What follows belongs to an exercise in optimizing a design on an open flow for small area, a short achievable clock period and few clock cycles per item; a production flow would make more cautious choices.
Function was checked by simulation only, so behaviour that the tests miss may differ from the original.
No activity file was given, so power comes from the tool's default toggle rates.

## P
// descending_insertion_sorter
module descending_insertion_sorter #(
  parameter int DEPTH = dis_pkg::DEPTH_DFLT
) (
  input  logic                      clk,
  input  logic                      rst_n,
  input  logic                      in_valid,
  output logic                      in_stall,
  input  logic [dis_pkg::KEY_W-1:0] in_key,
  input  logic [dis_pkg::TAG_W-1:0] in_tag,
  input  logic                      in_last_in,
  output logic                      out_valid,
  input  logic                      out_stall,
  output logic [dis_pkg::KEY_W-1:0] out_sorted_key,
  output logic [dis_pkg::TAG_W-1:0] out_sorted_tag,
  output logic                      out_overflow,
  output logic                      out_last_out
);
Size: roughly 5,600 cells after synthesis, about 990 flip-flops, roughly 57 I/O pins, about 49,000 sq um of cells after synthesis.
make LEC_CHECK=0 CAP_MARGIN=20 CELL_PAD_IN_SITES_DETAIL_PLACEMENT=1 CELL_PAD_IN_SITES_GLOBAL_PLACEMENT=1 CORE_MARGIN=2 CORE_UTILIZATION=35 CTS_BUF_LIST=sky130_fd_sc_hd__clkbuf_8 CTS_CLUSTER_DIAMETER=100 CTS_CLUSTER_SIZE=12 PLACE_DENSITY=0.5 SETUP_SLACK_MARGIN=1.2 SLEW_MARGIN=20 SYNTH_HIERARCHICAL=1 TNS_END_PERCENT=30 finish   # period 3.5 ns
run.sh (not shown) runs the stock make flow with config.mk's settings and CLKGATE_MAP_FILE= SYNTH_SCRIPT=/design/flow/synth_recipe.tcl, a recipe that flattens the netlist after the stock synthesis.
P finished all stages; the layout is clean.
Testbench counts of P, summed over its fixed seeds: cycles 39,512, items 39,240.
diff inputs: P => Q
# P
export LEC_CHECK = 0
export CAP_MARGIN = 20
export CELL_PAD_IN_SITES_DETAIL_PLACEMENT = 1
export CELL_PAD_IN_SITES_GLOBAL_PLACEMENT = 1
export CORE_MARGIN = 2
export CORE_UTILIZATION = 35
export CTS_BUF_LIST = sky130_fd_sc_hd__clkbuf_8
export CTS_CLUSTER_DIAMETER = 100
export CTS_CLUSTER_SIZE = 12
export PLACE_DENSITY = 0.5
export SETUP_SLACK_MARGIN = 1.2
export SLEW_MARGIN = 20
export SYNTH_HIERARCHICAL = 1
export TNS_END_PERCENT = 30
create_clock -name core_clock -period 3.5 [get_ports {clk}]
# Q
export LEC_CHECK = 0
export CAP_MARGIN = 20
export CELL_PAD_IN_SITES_DETAIL_PLACEMENT = 1
export CELL_PAD_IN_SITES_GLOBAL_PLACEMENT = 1
export CORE_MARGIN = 2
export CORE_UTILIZATION = 35
export CTS_BUF_LIST = sky130_fd_sc_hd__clkbuf_8
export CTS_CLUSTER_DIAMETER = 100
export CTS_CLUSTER_SIZE = 12
export PLACE_DENSITY = 0.5
export SETUP_SLACK_MARGIN = 1.4
export SLEW_MARGIN = 20
export SYNTH_HIERARCHICAL = 1
create_clock -name core_clock -period 3.5 [get_ports {clk}]
[summary]
- Number of non-clock buffers: Q higher than P
- Summary of Q over P: post-layout utilization of the core increased by 1.4 points relative to the old numbers; area of combinational cells with multiple inputs increased by about 1.7% relative to the old numbers.
- Of P and Q, the run reporting the higher synthesis-to-layout area growth was Q.
### Q -> R
# Q
export LEC_CHECK = 0
export CAP_MARGIN = 20
export CELL_PAD_IN_SITES_DETAIL_PLACEMENT = 1
export CELL_PAD_IN_SITES_GLOBAL_PLACEMENT = 1
export CORE_MARGIN = 2
export CORE_UTILIZATION = 35
export CTS_BUF_LIST = sky130_fd_sc_hd__clkbuf_8
export CTS_CLUSTER_DIAMETER = 100
export CTS_CLUSTER_SIZE = 12
export PLACE_DENSITY = 0.5
export SETUP_SLACK_MARGIN = 1.4
export SLEW_MARGIN = 20
export SYNTH_HIERARCHICAL = 1
create_clock -name core_clock -period 3.5 [get_ports {clk}]
# R
export LEC_CHECK = 0
export CAP_MARGIN = 20
export CELL_PAD_IN_SITES_DETAIL_PLACEMENT = 1
export CELL_PAD_IN_SITES_GLOBAL_PLACEMENT = 1
export CORE_MARGIN = 2
export CORE_UTILIZATION = 35
export CTS_BUF_LIST = sky130_fd_sc_hd__clkbuf_8
export CTS_CLUSTER_DIAMETER = 100
export CTS_CLUSTER_SIZE = 12
export PLACE_DENSITY = 0.5
export SETUP_SLACK_MARGIN = 1.4
export SLEW_MARGIN = 20
export SYNTH_HIERARCHICAL = 1
export TNS_END_PERCENT = 30
create_clock -name core_clock -period 3.5 [get_ports {clk}]
--- outcome ---
Diff Q -> R: net load switching power went down by 72 uW; total non-filler cell area in the finished layout went up by about 0.33%; maximum number of pins on one net before global-route repair went up by 3.
--- input diff R..S ---
# R
export LEC_CHECK = 0
export CAP_MARGIN = 20
export CELL_PAD_IN_SITES_DETAIL_PLACEMENT = 1
export CELL_PAD_IN_SITES_GLOBAL_PLACEMENT = 1
export CORE_MARGIN = 2
export CORE_UTILIZATION = 35
export CTS_BUF_LIST = sky130_fd_sc_hd__clkbuf_8
export CTS_CLUSTER_DIAMETER = 100
export CTS_CLUSTER_SIZE = 12
export PLACE_DENSITY = 0.5
export SETUP_SLACK_MARGIN = 1.4
export SLEW_MARGIN = 20
export SYNTH_HIERARCHICAL = 1
export TNS_END_PERCENT = 30
create_clock -name core_clock -period 3.5 [get_ports {clk}]
# S
export LEC_CHECK = 0
export CAP_MARGIN = 20
export CELL_PAD_IN_SITES_DETAIL_PLACEMENT = 1
export CELL_PAD_IN_SITES_GLOBAL_PLACEMENT = 1
export CORE_MARGIN = 2
export CORE_UTILIZATION = 35
export PLACE_DENSITY = 0.5
export SETUP_SLACK_MARGIN = 1.4
export SLEW_MARGIN = 20
export SYNTH_HIERARCHICAL = 1
create_clock -name core_clock -period 3.5 [get_ports {clk}]
[summary]
- S finished all stages; the layout is clean.
- In the metrics for S and R, the one carrying the lower number of buffers inserted to repair setup after CTS is R.
- Number of optimization iterations in the first detailed-route pass: S lower than R
- S gives more number of standard cells in the layout, taps in and fillers out than R did.
- Non-clock inverter instance count of the final layout (S over R): decrease, 1
- Per the comparison of S with R, worst hold-check slack moved up, met3 demand-to-capacity share in global routing has increased.

-- static timing again, ports no longer ideal --
Ports are ideal in the flow. The routed layouts listed here were re-timed in OpenROAD.
Step 1 (the two cells are an assumption about what drives the block):
set clk [get_ports {clk}]
set_driving_cell -lib_cell sky130_fd_sc_hd__clkbuf_16 $clk
set_driving_cell -lib_cell sky130_fd_sc_hd__buf_2 [delete_from_list [all_inputs] $clk]
Step 2, shift: input delay + t, output delay - t, t = (earliest + latest rising clock arrival at the registers) / 2. This alone moves slack from input paths to output paths.
a / b / c = ideal ports / drivers / drivers and shift; a / b = the first two.
| run | shift t [ns] | setup slack, ns | worst setup path at the end | slew at the worst register clock pin (ns) | cell pins on the clock port's net |
|---|---|---|---|---|---|
| P | 0.901 | 1.053 / 1.053 / 0.271 | input to register | 0.11 / 0.11 | 1 |
| Q | 0.911 | 1.188 / 1.191 / 0.334 | input to register | 0.11 / 0.11 | 1 |
| R | 0.912 | 1.176 / 1.176 / 0.366 | input to register | 0.11 / 0.11 | 1 |
| S | 0.827 | 1.130 / 1.130 / 0.424 | input to register | 0.06 / 0.06 | 1 |
After both steps setup and hold are still met in every run listed. The setup slack of Q, which loses most, moves by +0.003 ns with the drivers and by -0.854 ns with both steps.
